Context: an optimization exercise on an open-source flow, tuned for small area, a short achievable clock period and few clock cycles. The choices shown serve that exercise and are no tape-out recipe.
Function was checked by simulation only, so behaviour that the tests miss may differ from the original.

main:
// xoodyak_build
module xoodyak_build (
    input  logic         eph1,
    input  logic         reset,
    input  logic         start,
    input  logic [351:0] input_data,
    input  logic [5:0]   opmode,
    output logic [191:0] textout,
    output logic         finished
);
==> flow/config.mk <==
export PLATFORM = sky130hd
export DESIGN_NAME = xoodyak_build
export DESIGN_NICKNAME = xoodyak_build
export VERILOG_FILES = /design/flow/design.v
export SDC_FILE = /design/flow/constraint.sdc
export NUM_CORES = 4
export LEC_CHECK = 0
export CAP_MARGIN = 20
export CORE_MARGIN = 2
export CORE_UTILIZATION = 60
export CTS_CLUSTER_DIAMETER = 100
export CTS_CLUSTER_SIZE = 20
export SETUP_SLACK_MARGIN = 2.0
export SLEW_MARGIN = 20
export SYNTH_HIERARCHICAL = 1
export SYNTH_MINIMUM_KEEP_SIZE = 0
==> flow/constraint.sdc <==
create_clock -name core_clock -period 5.0 [get_ports {eph1}]
set_input_delay 1.0000 -clock core_clock [delete_from_list [all_inputs] [get_ports {eph1}]]
set_output_delay 1.0000 -clock core_clock [all_outputs]
set_load 0.01 [all_outputs]
standard.sh (not shown) runs the stock make flow with config.mk's settings and CLKGATE_MAP_FILE= SYNTH_SCRIPT=/design/flow/synth_recipe.tcl, a recipe that flattens the netlist after the stock synthesis.
==> flow/flow/run.sh <==
#!/bin/bash
# Layout flow: the standard ORFS flow (standard.sh, unchanged synthesis
# and steps), with plain buf_1 cells as the input/output port buffers
# instead of the delay-cell buffers buffer_ports picks by default.
# ORFS writes each step's full log under orfs/logs/; make's own output goes
# to make_finish.log in the work folder.
set -euo pipefail
export BUFFER_PORTS_ARGS="-buffer_cell sky130_fd_sc_hd__buf_1"
bash standard.sh finish > make_finish.log 2>&1
Testbench counts of main, summed over its fixed seeds: cycles 39,108.
Edits applied to the flow inputs when going from main to the feature branch:
# main
export LEC_CHECK = 0
export CAP_MARGIN = 20
export CORE_MARGIN = 2
export CORE_UTILIZATION = 60
export CTS_CLUSTER_DIAMETER = 100
export CTS_CLUSTER_SIZE = 20
export SETUP_SLACK_MARGIN = 2.0
export SLEW_MARGIN = 20
export SYNTH_HIERARCHICAL = 1
export SYNTH_MINIMUM_KEEP_SIZE = 0
create_clock -name core_clock -period 5.0 [get_ports {eph1}]
# the feature branch
export LEC_CHECK = 0
export CAP_MARGIN = 20
export CORE_MARGIN = 2
export CORE_UTILIZATION = 60
export CTS_CLUSTER_DIAMETER = 100
export CTS_CLUSTER_SIZE = 20
export SETUP_SLACK_MARGIN = 2.5
export SLEW_MARGIN = 20
export SYNTH_HIERARCHICAL = 1
export SYNTH_MINIMUM_KEEP_SIZE = 0
create_clock -name core_clock -period 5.0 [get_ports {eph1}]
### Flow results
The feature branch completed every stage of the flow, and the final layout passed the timing, DRC and antenna checks.
Going from main to the feature branch, finished layout cell area went up about 10%, sequential cell count held, worst hold slack went up 4.0 ps.
Summary of the feature branch over main: multi-input logic portion of the cell area picked up an extra 2.9 points; aggregate routed wire length picked up an extra about 3%; synthesized area divided by synthesized cell count neither gained nor lost much.
Beginning of the critical path: s[241]$_DFF_P_ -> main, s[345]$_DFF_P_ -> the feature branch
Delta (the feature branch minus main): worst path setup slack after routing saw an increase, via count climbed 416.
Highest-delay cell along the critical path: xor2_1 -> main, dfxtp_1 -> the feature branch
The feature branch vs main: non-filler instance count after layout up slightly

* * *

== P ==
xoodyak_build, a different RTL version from the one above (not shown whole).
For scale: about 4,400 cells after synthesis, roughly 550 I/O pins, about 51,000 sq um of cells after synthesis.
==> flow/config.mk <==
export PLATFORM = sky130hd
export DESIGN_NAME = xoodyak_build
export DESIGN_NICKNAME = xoodyak_build
export VERILOG_FILES = /design/flow/design.v
export SDC_FILE = /design/flow/constraint.sdc
export NUM_CORES = 4
export LEC_CHECK = 0
export CAP_MARGIN = 20
export CORE_MARGIN = 2
export CORE_UTILIZATION = 60
export SETUP_SLACK_MARGIN = 1.5
export SLEW_MARGIN = 20
export SYNTH_HIERARCHICAL = 1
export SYNTH_MINIMUM_KEEP_SIZE = 0
==> flow/constraint.sdc <==
create_clock -name core_clock -period 5.0 [get_ports {eph1}]
set_input_delay 1.0000 -clock core_clock [delete_from_list [all_inputs] [get_ports {eph1}]]
set_output_delay 1.0000 -clock core_clock [all_outputs]
set_load 0.01 [all_outputs]
run.sh (not shown) runs the stock make flow with config.mk's settings and CLKGATE_MAP_FILE= SYNTH_SCRIPT=/design/flow/synth_recipe.tcl, a recipe that flattens the netlist after the stock synthesis.
Stock flow here: none of the scripts above is used.
P closes out successfully: all stages finished, all timing, DRC and antenna checks passed.
Testbench counts of P, summed over its fixed seeds: cycles 39,108.
Modified inputs, Q compared to P
- a deleted SETUP_SLACK_MARGIN that had been 1.5
## What came out
Via count: P vs Q, no meaningful difference. Between P and Q, the flow reports number of nets at the end of the flow increasing slightly. Diff P -> Q | fraction of the cycle the final worst path needs | increase of 2.2 points. In the reports for P and Q, the smaller first-iteration DRC count belongs to P. Q ended up with registers as its biggest cell category by area in the final layout; P ended up with multi-input gates.

[separate check: timing with driven ports]
Ports are ideal in the flow. The routed layouts listed here were re-timed in OpenROAD.
Step 1 assumes that a clkbuf_16 drives the clock port and a buf_2 every other input.
Step 2 times the ports against the registers' clock, not the clock port: input delays grow and output delays shrink by t, the midpoint of the rising clock arrivals with the driver on.
Slacks: no drivers / after step 1 / after step 2; pairs: no drivers / after step 1.
| run | t, ns | slack for setup (ns) | clock arrival spread, ns |
|---|---|---|---|
| main | 0.743 | 1.741 / 1.741 / 1.277 | 0.042 / 0.042 |
| the feature branch | 0.749 | 2.321 / 2.321 / 1.730 | 0.040 / 0.040 |
| P | 0.756 | 1.258 / 1.258 / 0.980 | 0.025 / 0.025 |
| Q | 0.757 | 1.148 / 1.148 / 1.033 | 0.028 / 0.028 |
After both steps every run listed still meets setup and hold. For the feature branch, which loses most, drivers alone change the setup slack by 0.000 ns; drivers and shift together by -0.591 ns.
